What follows belongs to an exercise in optimizing a design on an open flow for a short achievable clock period and few clock cycles per item; a production flow would make more cautious choices.
The RTL was checked by simulation tests, not by an equivalence proof against the original design.
No activity file was given, so power comes from the tool's default toggle rates.

$ cat config.mk
export PLATFORM = sky130hd
export DESIGN_NAME = mini_mips_multicycle
export DESIGN_NICKNAME = mini_mips_multicycle
export VERILOG_FILES = /design/flow/design.v
export SDC_FILE = /design/flow/constraint.sdc
export NUM_CORES = 4
export LEC_CHECK = 0
export CAP_MARGIN = 20
export CORE_MARGIN = 2
export CORE_UTILIZATION = 40
export SETUP_SLACK_MARGIN = 4.6
export SLEW_MARGIN = 20
export SYNTH_HIERARCHICAL = 1
export SYNTH_MINIMUM_KEEP_SIZE = 0
export TNS_END_PERCENT = 10
$ cat constraint.sdc
create_clock -name core_clock -period 9.0 [get_ports {clk}]
set_input_delay 1.8000 -clock core_clock [delete_from_list [all_inputs] [get_ports {clk}]]
set_output_delay 1.8000 -clock core_clock [all_outputs]
set_load 0.01 [all_outputs]
$ cat design.v
module mmc_rfread (
  input  logic [31*32-1:0] rf,
  input  logic [4:0]       idx,
  output logic [31:0]      val
);
  always_comb begin
    val = 32'd0;
    for (int k = 1; k < 32; k++)
      if (idx == 5'(k)) val = rf[(k-1)*32 +: 32];
  end
endmodule
module mmc_fwd (
  input  logic [31:0] rf_a,
  input  logic [31:0] rf_b,
  input  logic [31:0] x_res,
  input  logic        fwd_a,
  input  logic        fwd_b,
  output logic [31:0] a_val,
  output logic [31:0] b_val,
  output logic        eq
);
  assign a_val = fwd_a ? x_res : rf_a;
  assign b_val = fwd_b ? x_res : rf_b;
  assign eq    = (a_val == b_val);
endmodule
module mmc_alu (
  input  logic [31:0] a,
  input  logic [31:0] b,
  input  logic [31:0] op2,
  input  logic [4:0]  shamt,
  input  logic [31:0] link,
  input  logic        op_add, op_sub, op_and, op_or, op_slt, op_sll, op_link,
  output logic [31:0] res
);
  always_comb begin
    res = 32'd0;
    if (op_add)  res = a + op2;
    if (op_sub)  res = a - b;
    if (op_and)  res = a & b;
    if (op_or)   res = a | b;
    if (op_slt)  res = {31'd0, ($signed(a) < $signed(b))};
    if (op_sll)  res = b << shamt;
    if (op_link) res = link;
  end
endmodule
module mmc_add30p1 (
  input  logic [29:0] a,
  input  logic [29:0] b,
  output logic [29:0] s
);
  assign s = a + b + 30'd1;
endmodule
module mmc_addr #(parameter int NB = 8, parameter int BW = 4) (
  input  logic [31:0]   s0,
  input  logic [31:0]   s1,
  input  logic [NB-1:0] c0,
  input  logic [NB-1:0] c1,
  input  logic [31:0]   bt,
  input  logic [31:0]   fa,
  input  logic          dacc,
  input  logic          taken,
  output logic [31:0]   addr
);
  logic [NB-1:0] bc;
  logic [31:0]   daddr;
  always_comb begin
    for (int k = 0; k < NB; k++) begin
      bc[k] = 1'b0;
      for (int j = 0; j < k; j++) begin
        logic t;
        t = c0[j];
        for (int m = j + 1; m < k; m++) t = t & c1[m];
        bc[k] = bc[k] | t;
      end
      daddr[k*BW +: BW] = bc[k] ? s1[k*BW +: BW] : s0[k*BW +: BW];
    end
  end
  assign addr = dacc ? daddr : (taken ? bt : fa);
endmodule
module mini_mips_multicycle #(
  parameter logic [31:0] RESET_PC     = 32'h0000_0000,
  parameter int unsigned ADDR_W       = 32,
  parameter bit          ILLEGAL_HALT = 1'b1
) (
  input  logic              clk,
  input  logic              reset,
  output logic              mem_req,
  output logic              mem_we,
  output logic [ADDR_W-1:0] mem_addr,
  output logic [31:0]       mem_wdata,
  input  logic [31:0]       mem_rdata,
  input  logic              mem_ready,
  output logic [31:0]       pc,
  output logic [31:0]       result,
  output logic              retired,
  output logic              halted
);
  localparam logic [5:0] OP_RTYPE = 6'h00, OP_ADDI = 6'h08, OP_LW  = 6'h23, OP_SW  = 6'h2B;
  localparam logic [5:0] OP_BEQ   = 6'h04, OP_BNE  = 6'h05, OP_J   = 6'h02, OP_JAL = 6'h03;
  localparam logic [5:0] FN_ADD = 6'h20, FN_SUB = 6'h22, FN_AND = 6'h24, FN_OR = 6'h25;
  localparam logic [5:0] FN_SLT = 6'h2A, FN_SLL = 6'h00, FN_JR  = 6'h08;
  localparam int NB = 8;    
  localparam int BW = 32 / NB;
  logic [31:0] r_fa;           
  logic [31:0] r_bt;           
  logic [31:0] r_pc;           
  logic [31:0] r_result;
  logic        r_halted;
  logic        r_ret_mem;      
  logic        x_v, x_dacc, x_lw, x_sw, x_wen, x_taken;
  logic        x_add, x_sub, x_and, x_or, x_slt, x_sll, x_link;
  logic [4:0]  x_rd, x_shamt;
  logic [31:0] x_a, x_b, x_op2, x_pc4;
  logic [31:0] x_s0, x_s1;     
  logic [NB-1:0] x_c0, x_c1;   
  logic [31:0] r_rf [1:31];
  logic [31:0] d;
  logic [5:0]  d_op, d_fn;
  logic [4:0]  d_rs, d_rt, d_rd;
  logic [31:0] d_sext;
  logic        d_r, d_ralu, d_jr, d_addi, d_lw, d_sw, d_beq, d_bne, d_j, d_jal, d_legal;
  logic [4:0]  d_dst;
  logic        d_wen;
  assign d      = mem_rdata;
  assign d_op   = d[31:26];
  assign d_fn   = d[5:0];
  assign d_rs   = d[25:21];
  assign d_rt   = d[20:16];
  assign d_rd   = d[15:11];
  assign d_sext = {{16{d[15]}}, d[15:0]};
  assign d_r    = (d_op == OP_RTYPE);
  assign d_ralu = d_r && (d_fn == FN_ADD || d_fn == FN_SUB || d_fn == FN_AND ||
                          d_fn == FN_OR  || d_fn == FN_SLT || d_fn == FN_SLL);
  assign d_jr   = d_r && (d_fn == FN_JR);
  assign d_addi = (d_op == OP_ADDI);
  assign d_lw   = (d_op == OP_LW);
  assign d_sw   = (d_op == OP_SW);
  assign d_beq  = (d_op == OP_BEQ);
  assign d_bne  = (d_op == OP_BNE);
  assign d_j    = (d_op == OP_J);
  assign d_jal  = (d_op == OP_JAL);
  assign d_legal = d_ralu | d_jr | d_addi | d_lw | d_sw | d_beq | d_bne | d_j | d_jal;
  assign d_dst  = d_jal ? 5'd31 : (d_r ? d_rd : d_rt);
  assign d_wen  = (d_ralu | d_addi | d_lw | d_jal) && (d_dst != 5'd0);
  logic [31:0] x_res;
  mmc_alu u_alu (
    .a(x_a), .b(x_b), .op2(x_op2), .shamt(x_shamt), .link(x_pc4),
    .op_add(x_add), .op_sub(x_sub), .op_and(x_and), .op_or(x_or), .op_slt(x_slt),
    .op_sll(x_sll), .op_link(x_link), .res(x_res)
  );
  logic x_fwd_ok;
  assign x_fwd_ok = x_v && !x_dacc && x_wen;
  logic [31*32-1:0] rf_flat;
  always_comb for (int k = 1; k < 32; k++) rf_flat[(k-1)*32 +: 32] = r_rf[k];
  logic [31:0] rf_a, rf_b;
  mmc_rfread u_rfa (.rf(rf_flat), .idx(d_rs), .val(rf_a));
  mmc_rfread u_rfb (.rf(rf_flat), .idx(d_rt), .val(rf_b));
  logic        fwd_a, fwd_b, eq_ab;
  logic [31:0] a_val, b_val;
  assign fwd_a = x_fwd_ok && x_rd == d_rs;
  assign fwd_b = x_fwd_ok && x_rd == d_rt;
  mmc_fwd u_fwd (
    .rf_a(rf_a), .rf_b(rf_b), .x_res(x_res), .fwd_a(fwd_a), .fwd_b(fwd_b),
    .a_val(a_val), .b_val(b_val), .eq(eq_ab)
  );
  logic [31:0] fetch_pc, pc4, btgt, jtgt, nf;
  logic [29:0] pc4_fa, pc4_bt, bt_fa, bt_bt;
  assign fetch_pc = x_taken ? r_bt : r_fa;
  mmc_add30p1 u_pc4_fa (.a(r_fa[31:2]), .b(30'd0),        .s(pc4_fa));
  mmc_add30p1 u_pc4_bt (.a(r_bt[31:2]), .b(30'd0),        .s(pc4_bt));
  mmc_add30p1 u_bt_fa  (.a(r_fa[31:2]), .b(d_sext[29:0]), .s(bt_fa));
  mmc_add30p1 u_bt_bt  (.a(r_bt[31:2]), .b(d_sext[29:0]), .s(bt_bt));
  assign pc4  = x_taken ? {pc4_bt, r_bt[1:0]} : {pc4_fa, r_fa[1:0]};
  assign btgt = x_taken ? {bt_bt, r_bt[1:0]}  : {bt_fa, r_fa[1:0]};
  assign jtgt = {fetch_pc[31:28], d[25:0], 2'b00};
  always_comb begin
    if (d_jr)             nf = a_val;
    else if (d_j | d_jal) nf = jtgt;
    else                  nf = pc4;
  end
  logic [31:0] addr;
  mmc_addr #(.NB(NB), .BW(BW)) u_addr (
    .s0(x_s0), .s1(x_s1), .c0(x_c0), .c1(x_c1), .bt(r_bt), .fa(r_fa),
    .dacc(x_dacc), .taken(x_taken), .addr(addr)
  );
  assign mem_req   = !reset && !r_halted;
  assign mem_we    = x_dacc && x_sw;
  assign mem_addr  = addr[ADDR_W-1:0];
  assign mem_wdata = x_b;
  assign retired   = !reset && ((x_v && !x_dacc) || r_ret_mem);
  assign pc        = r_pc;
  assign result    = r_result;
  assign halted    = r_halted;
  logic fetch_acc;
  assign fetch_acc = mem_ready && !r_halted && !x_dacc;
  always_ff @(posedge clk) begin
    if (reset) begin
      r_fa      <= RESET_PC;
      r_pc      <= RESET_PC;
      r_result  <= 32'd0;
      r_halted  <= 1'b0;
      r_ret_mem <= 1'b0;
      x_v       <= 1'b0;
      x_dacc    <= 1'b0;
      x_taken   <= 1'b0;
      x_lw      <= 1'b0;
      x_sw      <= 1'b0;
      x_wen     <= 1'b0;
      for (int k = 1; k < 32; k++) r_rf[k] <= 32'd0;
    end else begin
      r_ret_mem <= x_dacc && mem_ready;
      if (retired) r_pc <= fetch_pc;
      if (x_fwd_ok) begin
        r_rf[x_rd] <= x_res;
        r_result   <= x_res;
      end
      if (x_dacc && mem_ready && x_lw && x_wen) begin
        r_rf[x_rd] <= mem_rdata;
        r_result   <= mem_rdata;
      end
      if (x_dacc) begin
        if (mem_ready) begin
          x_v    <= 1'b0;
          x_dacc <= 1'b0;
        end
      end else if (!r_halted) begin
        x_taken <= 1'b0;
        r_fa    <= fetch_pc;
        x_v     <= 1'b0;
        if (mem_ready) begin
          if (d_legal || !ILLEGAL_HALT) begin
            x_v     <= 1'b1;
            x_dacc  <= d_lw | d_sw;
            x_lw    <= d_lw;
            x_sw    <= d_sw;
            x_wen   <= d_wen;
            x_taken <= eq_ab ? d_beq : d_bne;
            r_fa    <= nf;
          end else begin
            r_halted <= 1'b1;
          end
        end
      end
    end
  end
  always_ff @(posedge clk) begin
    if (fetch_acc) begin
      x_rd    <= d_dst;
      x_shamt <= d[10:6];
      x_a     <= a_val;
      x_b     <= b_val;
      x_op2   <= d_addi ? d_sext : b_val;
      x_pc4   <= pc4;
      r_bt    <= btgt;
      x_add   <= (d_r && d_fn == FN_ADD) || d_addi;
      x_sub   <= d_r && d_fn == FN_SUB;
      x_and   <= d_r && d_fn == FN_AND;
      x_or    <= d_r && d_fn == FN_OR;
      x_slt   <= d_r && d_fn == FN_SLT;
      x_sll   <= d_r && d_fn == FN_SLL;
      x_link  <= d_jal;
      for (int k = 0; k < NB; k++) begin
        {x_c0[k], x_s0[k*BW +: BW]} <= {1'b0, a_val[k*BW +: BW]} + {1'b0, d_sext[k*BW +: BW]};
        {x_c1[k], x_s1[k*BW +: BW]} <= {1'b0, a_val[k*BW +: BW]} + {1'b0, d_sext[k*BW +: BW]} + 1'b1;
      end
    end
  end
endmodule
$ cat run.sh
#!/bin/bash
# synth_recipe.tcl (not shown) runs the flow's synth.tcl, then flattens the netlist and writes it again
# the make line also repeats each setting of config.mk as NAME=value (left out here)
make -C /OpenROAD-flow-scripts/flow DESIGN_CONFIG=/design/flow/config.mk WORK_HOME=/design/flow/orfs CLKGATE_MAP_FILE= SYNTH_SCRIPT=/design/flow/synth_recipe.tcl finish
==> flow_metrics.tcl <==
set metrics [dict create \
    outcome "no timing/DRC/antenna violations" \
    fin_nets 9567 \
    maxCapViolCount 0 \
    seqPwrFrac_pct 37.7 \
    cts-buffers-inserted 159 \
    wirelength_um 481000 \
    cts_tree "built" \
    clkLatencyLatePin_ns 0.90 \
    rrSetupSlack_ns 3.86 \
    pwr-share-clk_pct 35.1 \
    grt_pass1_wl_um 645000 \
    synthCells 8830 \
    cp.required_ns 9.79 \
    swShare_pct 34.1 \
    tightestPinTransition_ns 1.18 \
    place_congestion 1.09 \
    setup_viol 0 \
    antenna_left 0 \
    die_h_um 470 \
    drive_above_1_share_pct 22.9 \
    coreArea_um2 215000 \
    rsz0062_at_grt "true" \
    vias 84600 \
    hold_path_depth 2 \
    maxSlewViolCount 0 \
    portBuffers 166 \
    post-dp-hpwl_um 322000 \
    hold_end "r_pc[1]" \
    route.detailed.drc 0 \
    pwr-share-comb_pct 27.1 \
    power.density_nw_per_um2 185 \
    overflow 0 \
    p_int_mw 13.1 \
    clock_sinks 1346 \
    design.portCount 167 \
    area_growth_syn_to_layout_pct 23.6 \
    grt_usage_pct 41.7 \
    tns_ns 0 \
    htreeDepth 4 \
    hold_path_startpoint "r_pc[1]" \
    netlist_area_um2 86700 \
    reg2regPathDepth 22 \
    first_global_vias 77800 \
    reg2reg_from "x_a[0]" \
    dr.pass1.iters 10 \
    crit_path_end_kind "register" \
    finClkSkew_ns 0.0941 \
    dieArea_um2 220000 \
    irDropWorstVdd_v 0.000196 \
    regToRegEndpoint "x_taken" \
    cts-root-buf "clkbuf_16" \
    crit_fanout 28 \
    wl_per_cell_um 39.4 \
    start_util_pct 40.3 \
    p_total_mw 19.9 \
    grt_max_degree 154 \
    period_share_pct 59.3 \
    die_width_um 470 \
    worst-endpoint-arrival_ns 6.13 \
    post_drt_via_cell_ratio 6.92 \
    antenna_found_initial 29 \
    leakagePower_nw 39.5 \
    avgSynthCellArea_um2 9.82 \
    finalCriticalPeriod_ns 5.33 \
    min_path_type "reg2reg" \
    yosysWarnings 10 \
    worstSetupStartpointType "input port" \
    first_iter_violations 14600 \
    num_rows 170 \
    clkTransAtPathRegs_ns 0.07 \
    cts_buffer_depth 3 \
    slew_headroom_pct 21.6 \
    worstSetupPathType "in2reg" \
    hold_viol_final 0 \
    fmax_mhz 188 \
    p_switching_mw 6.78 \
]
-- worst max-delay path by stage --
stage	from	to	slack, ns	cells after the start
floorplan	mem_rdata[23]	x_taken	4.06	18
global route	mem_rdata[25]	x_taken	3.73	20
finish	mem_rdata[17]	x_taken	3.67	18
detailed placement	mem_rdata[23]	x_taken	1.19	18
CTS	x_a[0]	x_taken	3.89	23
global placement	mem_rdata[23]	x_taken	1.15	18
-- routing by layer --
layer / track usage (%) / part of all wire, % / vias to the layer above
met5: 0 / 0.063 / -
met4: 33.2 / 10 / 20
met3: 14.8 / 13 / 2141
met2: 61.1 / 41 / 7076
met1: 49.5 / 35 / 41500
li1: - / - / 33800
-- cell usage in the layout, fill, tap and decap left out, drive strengths merged, types with 44 or more instances in the layout --
master and count:
nor2 1363, edfxtp 1242, buf 729, o21ai 662
nand2 632, a21oi 593, mux2i 337, ha 282
mux2 247, clkbuf 198, inv 185, o22ai 182
nand3 166, a21o 163, a22oi 162, xnor2 155
xor2 125, a31oi 125, clkdlybuf4s50 122, a211oi 121
nor3 108, dfxtp 104, a221oi 94, nand2b 90
nor2b 89, clkinv 73, conb 62, nand4 59
o211ai 58, o221ai 54, mux4 44
-- worst max-delay path, stage by stage --
cell and delay (ns):
buf_16 0.22, buf_16 0.27, buf_12 0.27, mux2_2 0.23, a221oi_1 0.07, nor3_1 0.67, o22ai_1 0.36, a21oi_2 0.19
buf_4 0.18, xnor2_1 0.13, nand4_1 0.13, mux2i_1 0.18, nand4_1 0.17, a2111oi_4 0.41, and3_4 0.25, xor2_2 0.16
a22oi_2 0.07, nor2_1 0.13
-- power groups by stage --
stage          combinational (mW)  sequential, mW  clock, mW
3_5_place_dp                 4.17            7.62          0
3_3_place_gp                 4.16            7.62          0
5_1_grt                      5.46            7.50       7.21
4_1_cts                      4.78            7.47       6.98
2_1_floorplan                2.44            7.47          0
6_report                     5.39            7.49       6.98
-- stage by stage --
stage                     setup slack (ns)  utilization, %  instance area (µm²)  hold WS (ns)  instances
after floorplan                       4.06               -                87200         0.443       8891
after global placement                1.15            42.9                92200         0.449      11500
after detailed placement              1.19            42.9                92300         0.450      11500
after CTS                             3.89            48.3               104000         0.458      12000
after global routing                  3.73            49.8               107000         0.473      12200
final                                 3.67            49.8               107000         0.458      12200
-- final cells by class --
cell class	instances	area, µm²
clock buffer	187	4160
clock inverter	102	1340
inverter	184	708
antenna	15	37.5
sequential	1346	39400
tap	2838	3550
fill	19500	108000
timing repair buffer	897	9240
multi-input combinational	6648	48700
-- registers in the layout (all words and copies together), names as in the netlist, 5 cells and up --
signal and count:
r_rf 992, x_a 32, x_b 32, x_rd 5
r_bt 32, x_c0 7, r_fa 32, x_s1 28
r_pc 32, x_shamt 5, x_pc4 32, r_result 32
x_s0 32, x_op2 32, x_c1 6
-- what timing repair did --
| item | in CTS | in global routing |
|---|---|---|
| resized for setup | 840 | 391 |
| hold endpoints to repair | 0 | 0 |
| setup endpoints to repair | 1789 | 1369 |
| gates cloned | 31 | 8 |
| hold buffers | 0 | 0 |
| pin swaps | 142 | 184 |
| setup buffers | 204 | 147 |
Testbench counts, summed over its fixed seeds: cycles 96,508, instrs 76,312.

-- re-timing with driven ports --
The flow's constraints put no driver on any port. The routed layout listed below was extracted and timed again, unchanged, in two steps.
Step 1, drivers: a clkbuf_16 drives clk and a buf_2 each remaining input, both assumed.
Step 2 times the ports against the registers' clock, not the clock port: input delays grow and output delays shrink by t, the midpoint of the rising clock arrivals with the driver on.
Slacks: ideal / step 1 / step 2; pairs: ideal / step 1.
t, ns: 0.947
setup slack, ns: 3.667 / 3.458 / 2.511
worst setup path at the end: input to register
worst data-port slew with drivers (ns): 0.45
After both steps this run still meets setup and hold. For this run, drivers alone change the setup slack by -0.209 ns; drivers and shift together by -1.156 ns.
